What follows belongs to an exercise in optimizing a design on an open flow for small area, a short achievable clock period and few clock cycles per item; a production flow would make more cautious choices.
In this exercise RTL edits were held to simulation tests only and were not proved equivalent to the original.

File: config.mk
export PLATFORM = sky130hd
export DESIGN_NAME = rational_arithmetic_unit
export DESIGN_NICKNAME = rational_arithmetic_unit
export VERILOG_FILES = /design/flow/design.v
export SDC_FILE = /design/flow/constraint.sdc
export NUM_CORES = 4
export LEC_CHECK = 0
export CAP_MARGIN = 20
export CORE_MARGIN = 2
export CORE_UTILIZATION = 40
export SLEW_MARGIN = 20
File: constraint.sdc
create_clock -name core_clock -period 7.0 [get_ports {clock}]
set_input_delay 1.4000 -clock core_clock [delete_from_list [all_inputs] [get_ports {clock}]]
set_output_delay 1.4000 -clock core_clock [all_outputs]
set_load 0.01 [all_outputs]
File: design.v
package rau_pkg;
   localparam int FIELD_BITS = 32;
   localparam int DEN_BITS   = 31;
   localparam logic [2:0] OP_NORM = 3'd0;
   localparam logic [2:0] OP_ADD  = 3'd1;
   localparam logic [2:0] OP_SUB  = 3'd2;
   localparam logic [2:0] OP_MUL  = 3'd3;
   localparam logic [2:0] OP_DIV  = 3'd4;
   localparam logic [2:0] OP_CMP  = 3'd5;
endpackage
module rau_shared_unit (
   input  logic        nz,
   input  logic        two,
   input  logic        neg,
   input  logic [33:0] mc,
   input  logic        mc_big,
   input  logic [32:0] mp,
   input  logic [35:0] acc,
   output logic [35:0] acc_next,
   output logic        nzbig,
   output logic [33:0] mc_next,
   output logic        mc_big_next,
   output logic [32:0] mp_next,
   output logic [2:0]  dig_next,
   output logic        last
);
   logic [35:0] pp;
   assign pp          = !nz ? 36'd0 : two ? {{1{mc[33]}}, mc, 1'b0} : {{2{mc[33]}}, mc};
   assign acc_next    = acc + (neg ? ~pp : pp) + {35'd0, neg};
   assign nzbig       = nz && mc_big;
   assign mc_next     = {mc[31:0], 2'b00};
   assign mc_big_next = mc_big || (mc[33:31] != {3{mc[33]}});
   assign mp_next     = {{2{mp[32]}}, mp[32:2]};
   assign dig_next    = mp[4:2];
   assign last        = (mp[32:2] == '0) || (mp[32:2] == '1);
endmodule
module rational_arithmetic_unit (
   input  logic        clock,
   input  logic        reset,
   input  logic        req_valid,
   output logic        req_ready,
   input  logic [2:0]  req_op,
   input  logic [31:0] req_a_num,
   input  logic [31:0] req_a_den,
   input  logic [31:0] req_b_num,
   input  logic [31:0] req_b_den,
   output logic        rsp_valid,
   input  logic        rsp_ready,
   output logic [31:0] rsp_res_num,
   output logic [30:0] rsp_res_den,
   output logic        rsp_less,
   output logic        rsp_greater,
   output logic        rsp_equal,
   output logic        rsp_zero_den,
   output logic        rsp_overflow
);
   localparam logic [2:0] ST_IDLE = 3'd0;
   localparam logic [2:0] ST_MUL1 = 3'd1;
   localparam logic [2:0] ST_MUL2 = 3'd2;
   localparam logic [2:0] ST_MUL3 = 3'd3;
   localparam logic [2:0] ST_CMP  = 3'd4;
   localparam logic [2:0] ST_PREP = 3'd5;
   localparam logic [2:0] ST_GCD  = 3'd6;
   logic [2:0]  state_ff, state_in;
   logic        out_vld_ff, out_vld_in;
   logic [2:0]  op_ff, op_in;
   logic        deq_ff, deq_in;
   logic [31:0] ad_ff, ad_in, bn_ff, bn_in, bd_ff, bd_in;
   logic [31:0] u_ff, u_in, v_ff, v_in;
   logic        sgn_ff, sgn_in;
   logic        lt_ff, lt_in, gt_ff, gt_in, eq_ff, eq_in, zd_ff, zd_in, ovf_ff, ovf_in;
   logic        swp_ff;
   logic [33:0] mc_ff, mc_in;
   logic        mcb_ff, mcb_in;
   logic [32:0] mp_ff, mp_in;
   logic [2:0]  dig_ff, dig_in;       
   logic [3:0]  acch_ff, acch_in;     
   logic        accb_ff, accb_in;
   logic        mfirst_ff, mfirst_in;
   logic        chk_ff, chk_in;       
   logic        chku_ff, chku_in;     
   logic        chki_ff, chki_in;     
   logic        minv_ff, minv_in;     
   logic accept;
   assign req_ready = (state_ff == ST_IDLE) && (!out_vld_ff || rsp_ready);
   assign accept    = req_valid && req_ready;
   wire is_add = (op_ff == rau_pkg::OP_ADD);
   wire is_sub = (op_ff == rau_pkg::OP_SUB);
   wire is_mul = (op_ff == rau_pkg::OP_MUL);
   function automatic logic [2:0] booth(input logic [2:0] b, input logic inv);
      booth[2] = (b != 3'b000) && (b != 3'b111);
      booth[1] = (b == 3'b011) || (b == 3'b100);
      booth[0] = (b != 3'b000) && (b != 3'b111) && (b[2] ^ inv);
   endfunction
   logic        load, load_inv;
   logic [31:0] opx, opy, mcand, mplier, rx, ry;
   logic        swap;
   assign rx = req_a_num;
   assign ry = (req_op == rau_pkg::OP_MUL) ? req_b_num : req_b_den;
   always_ff @(posedge clock) begin
      swp_ff <= (ry ^ {32{ry[31]}}) > (rx ^ {32{rx[31]}});
   end
   always_comb begin
      if (state_ff == ST_MUL1) begin
         opx = ad_ff;
         opy = is_mul ? bd_ff : bn_ff;
      end else begin
         opx = ad_ff;
         opy = bd_ff;
      end
   end
   assign swap   = (opy ^ {32{opy[31]}}) > (opx ^ {32{opx[31]}});
   assign mcand  = swap ? opy : opx;
   assign mplier = swap ? opx : opy;
   logic        in_v;        
   logic [35:0] acc_cur, acc_nx;
   logic [33:0] mc_nx;
   logic        nzbig, mcb_nx, m_last, accb_now;
   logic [32:0] mp_nx;
   logic [2:0]  dig_nx;
   assign in_v     = (state_ff != ST_MUL1);
   assign acc_cur  = mfirst_ff ? 36'd0
                   : {{2{acch_ff[1]}}, acch_ff[1:0], in_v ? v_ff : u_ff};
   assign accb_now = !mfirst_ff && (accb_ff || (acch_ff[3:1] != {3{acch_ff[1]}}));
   rau_shared_unit u_mul (
      .nz         (dig_ff[2]),
      .two        (dig_ff[1]),
      .neg        (dig_ff[0]),
      .mc         (mc_ff),
      .mc_big     (mcb_ff),
      .mp         (mp_ff),
      .acc        (acc_cur),
      .acc_next   (acc_nx),
      .nzbig      (nzbig),
      .mc_next    (mc_nx),
      .mc_big_next(mcb_nx),
      .mp_next    (mp_nx),
      .dig_next   (dig_nx),
      .last       (m_last)
   );
   logic [33:0] chk_val;
   logic        chk_big, chk_in_range, chk_ovf;
   assign chk_val      = {acch_ff[1:0], chku_ff ? u_ff : v_ff};
   assign chk_big      = accb_ff || (acch_ff[3:1] != {3{acch_ff[1]}});
   assign chk_in_range = chki_ff ? ((chk_val == 34'h0_8000_0000) ||
                                    ((chk_val[33:31] == {3{chk_val[31]}})
                                     && (chk_val != 34'h3_8000_0000)))
                                 : (chk_val[33:31] == {3{chk_val[31]}});
   assign chk_ovf      = chk_ff && (chk_big || !chk_in_range);
   logic [32:0] d1, d2;
   logic [31:0] sab, scd, u_mag, v_mag;
   logic        uv_eq, covf, lt;
   assign d1    = {1'b0, u_ff} - {1'b0, v_ff};
   assign d2    = {1'b0, v_ff} - {1'b0, u_ff};
   assign sab   = mc_ff[31:0] + ad_ff;
   assign scd   = bn_ff + bd_ff;
   assign uv_eq = (u_ff == v_ff);
   assign u_mag = u_ff[31] ? -u_ff : u_ff;
   assign v_mag = v_ff[31] ? -v_ff : v_ff;
   assign covf  = ((u_ff[31] != v_ff[31]) && (d1[31] != u_ff[31]))
                  ^ (is_add && v_ff == 32'h8000_0000);
   assign lt    = (u_ff[31] != v_ff[31]) ? u_ff[31] : d1[32];
   logic        g_uodd, g_vodd, g_both, g_done, g_usel, g_vsel, g_shac, g_shbd, g_adda, g_addb;
   logic [31:0] g_x, g_u, g_v, g_a, g_b, g_c, g_d;
   logic [1:0]  g_t;
   assign g_uodd = u_ff[0];
   assign g_vodd = v_ff[0];
   assign g_both = g_uodd && g_vodd;
   assign g_done = g_both && uv_eq;
   assign g_x    = g_both ? d1[31:0] : (!g_uodd && !g_vodd) ? (u_ff | v_ff)
                 : !g_uodd ? u_ff : v_ff;
   assign g_t    = g_x[1] ? 2'd1 : g_x[2] ? 2'd2 : 2'd3;
   assign g_usel = g_both ? !d1[32] : !g_uodd;
   assign g_vsel = g_both ?  d1[32] : !g_vodd;
   assign g_shac = g_both ? !d1[32] : (!g_uodd && g_vodd);
   assign g_shbd = g_both ?  d1[32] : (g_uodd && !g_vodd);
   assign g_adda = g_both &&  d1[32];
   assign g_addb = g_both && !d1[32];
   assign g_u    = (g_both ? d1[31:0] : u_ff) >> g_t;
   assign g_v    = (g_both ? d2[31:0] : v_ff) >> g_t;
   assign g_a    = mc_ff[31:0] << g_t;
   assign g_b    = ad_ff << g_t;
   assign g_c    = bn_ff << g_t;
   assign g_d    = bd_ff << g_t;
   always_comb begin
      state_in   = state_ff;
      out_vld_in = out_vld_ff && !rsp_ready;
      op_in      = op_ff;
      deq_in     = deq_ff;
      ad_in      = ad_ff;
      bn_in      = bn_ff;
      bd_in      = bd_ff;
      u_in       = u_ff;
      v_in       = v_ff;
      sgn_in     = sgn_ff;
      lt_in      = lt_ff;
      gt_in      = gt_ff;
      eq_in      = eq_ff;
      zd_in      = zd_ff;
      ovf_in     = ovf_ff | chk_ovf;
      mc_in      = mc_ff;
      mcb_in     = mcb_ff;
      mp_in      = mp_ff;
      dig_in     = dig_ff;
      acch_in    = acch_ff;
      accb_in    = accb_ff;
      mfirst_in  = mfirst_ff;
      chk_in     = 1'b0;
      chku_in    = chku_ff;
      chki_in    = chki_ff;
      minv_in    = minv_ff;
      load       = 1'b0;
      load_inv   = 1'b0;
      case (state_ff)
         ST_IDLE: begin
            if (accept) begin
               op_in  = req_op;
               ad_in  = req_a_den;
               bn_in  = req_b_num;
               bd_in  = req_b_den;
               deq_in = (req_a_den == req_b_den);
               lt_in  = 1'b0;
               gt_in  = 1'b0;
               eq_in  = (req_op == rau_pkg::OP_CMP) && (req_a_num == req_b_num)
                        && (req_a_den == req_b_den);
               zd_in  = 1'b0;
               ovf_in = 1'b0;
               u_in   = req_a_num;
               v_in   = req_a_den;
               case (req_op)
                  rau_pkg::OP_NORM: begin
                     state_in = ST_PREP;
                  end
                  rau_pkg::OP_ADD, rau_pkg::OP_SUB, rau_pkg::OP_MUL, rau_pkg::OP_DIV,
                  rau_pkg::OP_CMP: begin
                     state_in  = ST_MUL1;
                     mcb_in    = 1'b0;
                     accb_in   = 1'b0;
                     if ((req_op == rau_pkg::OP_ADD || req_op == rau_pkg::OP_SUB)
                         && req_a_den == req_b_den) begin
                        mc_in     = {{2{req_b_num[31]}}, req_b_num};
                        mp_in     = 33'd0;
                        dig_in    = {1'b1, 1'b0, (req_op == rau_pkg::OP_SUB)};
                        acch_in   = {4{req_a_num[31]}};
                        minv_in   = 1'b0;
                        mfirst_in = 1'b0;
                     end else begin
                        mc_in     = swp_ff ? {{2{ry[31]}}, ry} : {{2{rx[31]}}, rx};
                        mp_in     = swp_ff ? {rx, 1'b0} : {ry, 1'b0};
                        dig_in    = booth(swp_ff ? {rx[1:0], 1'b0} : {ry[1:0], 1'b0}, 1'b0);
                        minv_in   = 1'b0;
                        mfirst_in = 1'b1;
                     end
                  end
                  default: begin
                     mc_in      = 34'd0;
                     mp_in      = 33'd1;
                     out_vld_in = 1'b1;
                  end
               endcase
            end
         end
         ST_MUL1, ST_MUL2, ST_MUL3: begin
            mc_in     = mc_nx;
            mcb_in    = mcb_nx;
            mp_in     = mp_nx;
            dig_in    = booth(dig_nx, minv_ff);
            acch_in   = acc_nx[35:32];
            accb_in   = accb_now || nzbig;
            mfirst_in = 1'b0;
            if (in_v) begin
               v_in = acc_nx[31:0];
            end else begin
               u_in = acc_nx[31:0];
            end
            if (state_ff == ST_MUL3 && mfirst_ff) begin
               u_in   = d1[31:0];
               ovf_in = ovf_in | covf;
            end
            if (m_last) begin
               chk_in  = 1'b1;
               chku_in = !in_v;
               chki_in = minv_ff;
               case (state_ff)
                  ST_MUL1: begin
                     if (deq_ff && (is_add || is_sub)) begin
                        state_in = ST_PREP;
                     end else begin
                        load     = 1'b1;
                        load_inv = is_add;
                        state_in = ST_MUL2;
                     end
                  end
                  ST_MUL2: begin
                     if (op_ff == rau_pkg::OP_CMP) begin
                        state_in = ST_CMP;
                     end else if (is_add || is_sub) begin
                        load     = 1'b1;
                        state_in = ST_MUL3;
                     end else begin
                        state_in = ST_PREP;
                     end
                  end
                  default: state_in = ST_PREP;
               endcase
            end
         end
         ST_CMP: begin
            lt_in      = lt;
            gt_in      = !lt && !uv_eq;
            mc_in      = 34'd0;
            mp_in      = 33'd1;
            out_vld_in = 1'b1;
            state_in   = ST_IDLE;
         end
         ST_PREP: begin
            if (v_ff == 32'd0) begin
               mc_in      = {2'b00, u_ff};
               mp_in      = 33'd1;
               zd_in      = 1'b1;
               out_vld_in = 1'b1;
               state_in   = ST_IDLE;
            end else if (u_ff == 32'd0) begin
               mc_in      = 34'd0;
               mp_in      = 33'd1;
               out_vld_in = 1'b1;
               state_in   = ST_IDLE;
            end else begin
               sgn_in   = u_ff[31] ^ v_ff[31];
               u_in     = u_mag;
               v_in     = v_mag;
               mc_in    = (u_ff[31] ^ v_ff[31]) ? '1 : 34'd1;
               ad_in    = 32'd0;
               bn_in    = 32'd0;
               bd_in    = 32'd1;
               state_in = ST_GCD;
            end
         end
         default: begin  
            if (g_done) begin
               mc_in      = {2'b00, sab};
               mp_in      = {1'b0, scd};
               ovf_in     = ovf_ff | (!sgn_ff && sab[31]) | scd[31];
               out_vld_in = 1'b1;
               state_in   = ST_IDLE;
            end else begin
               if (g_usel) u_in = g_u;
               if (g_vsel) v_in = g_v;
               if (g_shac) begin
                  mc_in = {2'b00, g_a};
                  bn_in = g_c;
               end else if (g_adda) begin
                  mc_in = {2'b00, sab};
                  bn_in = scd;
               end
               if (g_shbd) begin
                  ad_in = g_b;
                  bd_in = g_d;
               end else if (g_addb) begin
                  ad_in = sab;
                  bd_in = scd;
               end
            end
         end
      endcase
      if (load) begin
         mc_in     = {{2{mcand[31]}}, mcand};
         mcb_in    = 1'b0;
         mp_in     = {mplier, 1'b0};
         dig_in    = booth({mplier[1:0], 1'b0}, load_inv);
         mfirst_in = 1'b1;
         minv_in   = load_inv;
      end
   end
   always_ff @(posedge clock) begin
      if (reset) begin
         state_ff   <= ST_IDLE;
         out_vld_ff <= 1'b0;
      end else begin
         state_ff   <= state_in;
         out_vld_ff <= out_vld_in;
      end
   end
   always_ff @(posedge clock) begin
      op_ff     <= op_in;
      deq_ff    <= deq_in;
      ad_ff     <= ad_in;
      bn_ff     <= bn_in;
      bd_ff     <= bd_in;
      u_ff      <= u_in;
      v_ff      <= v_in;
      sgn_ff    <= sgn_in;
      lt_ff     <= lt_in;
      gt_ff     <= gt_in;
      eq_ff     <= eq_in;
      zd_ff     <= zd_in;
      ovf_ff    <= ovf_in;
      mc_ff     <= mc_in;
      mcb_ff    <= mcb_in;
      mp_ff     <= mp_in;
      dig_ff    <= dig_in;
      acch_ff   <= acch_in;
      accb_ff   <= accb_in;
      mfirst_ff <= mfirst_in;
      chk_ff    <= chk_in;
      chku_ff   <= chku_in;
      chki_ff   <= chki_in;
      minv_ff   <= minv_in;
   end
   assign rsp_valid    = out_vld_ff;
   assign rsp_res_num  = mc_ff[31:0];
   assign rsp_res_den  = mp_ff[30:0] | {31{mp_ff[31]}};
   assign rsp_less     = lt_ff;
   assign rsp_greater  = gt_ff;
   assign rsp_equal    = eq_ff;
   assign rsp_zero_den = zd_ff;
   assign rsp_overflow = ovf_ff;
endmodule
File: run.sh
#!/bin/bash
# synth_recipe.tcl (not shown) runs the flow's synth.tcl, then flattens the netlist and writes it again
# the make line also repeats each setting of config.mk as NAME=value (left out here)
make -C /OpenROAD-flow-scripts/flow DESIGN_CONFIG=/design/flow/config.mk WORK_HOME=/design/flow/orfs CLKGATE_MAP_FILE= SYNTH_SCRIPT=/design/flow/synth_recipe.tcl finish
==> run notes <==
-- cell usage after synthesis, drive strengths merged, types with 32 or more instances --
| master | count |
|---|---|
| a21oi | 467 |
| o211ai | 57 |
| nand3 | 67 |
| a221oi | 32 |
| o221ai | 33 |
| nor3 | 55 |
| xor2 | 127 |
| a311oi | 63 |
| a22oi | 49 |
| or3 | 36 |
| nand2 | 697 |
| nor2 | 338 |
| nor4 | 38 |
| clkbuf | 288 |
| nand4 | 54 |
| mux2 | 77 |
| o21a | 49 |
| buf | 73 |
| o21ai | 376 |
| a31oi | 63 |
| mux2i | 160 |
| or2 | 44 |
| edfxtp | 246 |
| inv | 118 |
| ha | 228 |
| xnor2 | 286 |
| a21o | 98 |
-- worst max-delay path, stage by stage (launching register included) --
cell and delay (ps):
dfxtp_1 310, buf_4 210, nor2b_1 280, nand2b_1 110, a31o_2 310, mux2i_4 440, buf_4 440, buf_4 240
xnor2_1 90, ha_1 300, nand4_1 90, nor3_1 390, nand2_1 190, o211ai_1 190, a2bb2oi_4 200, buf_12 350
mux2i_1 380, xor2_1 120, a221o_1 340
-- sequential cells by signal, indices dropped and copies added, names as in the netlist, 3 cells and up --
register and count:
dig_ff 3, mp_ff 33, ad_ff 32, v_ff 32, bn_ff 32, acch_ff 4
u_ff 32, bd_ff 32, op_ff 3, mc_ff 34, state_ff 3
-- routing by layer --
metal | up-vias | share of wire (%) | track usage (%)
li1 | 17000 | - | -
met1 | 18400 | 37 | 50.3
met2 | 2905 | 41 | 57.7
met3 | 605 | 13 | 10.5
met4 | 8 | 8.0 | 24.9
met5 | - | 0.026 | 0
-- cell families after synthesis --
logic type,after synthesis,synth area share (%)
buffers and inverters,479,5.59
AOI/OAI and AO/OA,1551,28.3
and+or+nand+nor,1467,18.8
DFF,256,21.6
muxes,237,7.05
xor gates and xnor gates,413,10.3
adders and majority gates,232,8.36
-- final cells by class --
cell class                 instances  area, sq um
inverter                         118          443
antenna                            3         7.51
timing repair buffer             305         2860
tap                             1155         1450
clock inverter                    17          191
multi-input combinational       3900        25800
clock buffer                      51         1030
fill                            8758        47600
sequential                       256         7590
-- worst max-delay path by stage --
stage / start / endpoint / cells past startpoint
2_1_floorplan: u_ff[0] / u_ff[10] / 13
3_3_place_gp: req_a_den[2] / mc_ff[28] / 12
3_5_place_dp: req_op[1] / swp_ff / 17
4_1_cts: state_ff[0] / dig_ff[0] / 18
5_1_grt: state_ff[0] / dig_ff[0] / 18
6_report: state_ff[0] / dig_ff[0] / 18
-- metrics by stage --
step | cell area [sq um]
after detailed placement | 38100
final | 39300
after global placement | 38100
after CTS | 39300
after global routing | 39300
after floorplan | 35100
==> run notes <==
- Status: no timing/DRC/antenna violations
- Core area: 86,900 sq um
- Number of synthesized flops with an enable pin: 246
- Die width: 300 microns
- Worst EP required: 7330 ps
- Commonest non-fill, non-tap cell in the layout: nand2_1
- Root Driver: clkbuf_16
- Most frequent cells in the layout: 697 x nand2_1, 465 x a21oi_1, 359 x o21ai_0
- Dpl ws: 1690 ps
- Antenna violations before repair: 5
- Port bufs: 204
- Drt pass-1 iters: 8
- Min Tclk post-route: 5270 ps
- Non-Filler Instances: 5,805
- Final Skew: 33.6 ps
- Final Wtd Congestion: 1.06
- Kind of critical path: reg2reg
- Avg Cell Area, Syn: 7.57 sq um
- Hold Crit Start: mcb_ff
- Nets@finish: 4,985
- Synth top area share: 21.1%
- Site row count: 108
- Worst R2R Setup Slack: 1730 ps
- Area leader, netlist: edfxtp_1
- Arrival time worst endpoint: 5600 ps
- 1st-iter DRT viols: 5,967
- Worst hold path class: reg2reg
- Largest net degree at the start of global routing: 110
- Tcrit/Tclk final: 75.3%
- Syn-to-layout area delta: 12.1%
- Synth Cell Area: 35,100 sq um
- Boundary pin count: 205
- Reg2reg start: state_ff[0]
- Synth area leaders: edfxtp_1 21%, ha_1 8.1%, nand2_1 7.5%, xnor2_1 7.1%, a21oi_1 6.6%
- Routed Wire Length: 182 mm
- Setup TNS: 0 ps
- Initial Utilization: 40.4%
- Clk slew on worst S/H paths: 60 ps
- Final core utilization: 45.3%
- DR vias/cell: 6.70
- R2r worst-path depth: 18
- Slew at the pin closest to its max-slew limit: 1200 ps
- Fraction of layout cells with a size suffix above 1: 7.34%
- WHS Endpoint: mcb_ff
- # DRC: 0
- TritonCTS clock tree: built
- Startpoint Class: flop
- Clk sinks: 256
- Die ar.: 90,100 sq um
- Crit. End Element: flop
- Placed Instances: 5,734
- GR Util All Layers: 39.1%
- Final setup fails: 0
- Sequential fraction of the synthesis area: 21.6%
- Slew Limit Headroom: 20.0%
- RSZ-0062 raised after global routing: no
- Final setup margin: 1730 ps
- Total gr overflow: 0
- WL per Instance: 31.4 microns
- Final Max Slew Viols: 0
- Fin. Hold Viols: 0
- Reg2reg end: dig_ff[0]
- Post-synth cell types: 94
- # H-tree levels: 2
- YS warnings: 1
- Clk latency of the worst-skew pair: 600 ps
- Die Y: 300 microns
- Detailed-route via count: 38,900
- Async SR Flop Fraction: 0%
- MaxCap Viol Count: 0
- Clock Path Buffers: 3
- Largest fanout on the critical path: 55
- Hold slack: 478 ps
- Highest clock rate: 0.190 GHz
- Setup bufs post-CTS: 0
- Global-route wire length before repair: 259 mm
- Hold Path Cell Cnt: 2
- Top_reg_cell synth: edfxtp_1
- Post-detailed-route count of antenna-violating nets: 0
- CTS Hold Bufs: 0
- Final HPWL DP: 138 mm
- Vias in the first global route: 36,000
- Yosys reg bits: 256
- Syn_nets: 5,002
- Total CTS buffers: 37
- Synth Instances: 4,635
- Post-CTS Resized: 0
Testbench counts, summed over its fixed seeds: cycles 47,091, items 2,400.

-- port drivers added, routing unchanged --
How much do the figures lean on ideal ports? The routed layout below was timed once more, with nothing changed but the port constraints. Step 1 sets driving cells, clkbuf_16 on the clock port and buf_2 on the other inputs (assumed; they add their load-dependent delay and slew). Step 2 also shifts input and output timing later by t, the mid clock arrival at the registers, as if the neighbouring blocks saw the same clock. Slacks: no drivers / after step 1 / after step 2; pairs: no drivers / after step 1.
shift t [ns]: 0.650
slack for setup (ns): 1.731 / 1.731 / 1.522
slew at the worst register clock pin (ns): 0.07 / 0.07
After both steps setup and hold are still met in this run. The setup slack of this run moves by 0.000 ns with the drivers and by -0.209 ns with both steps.
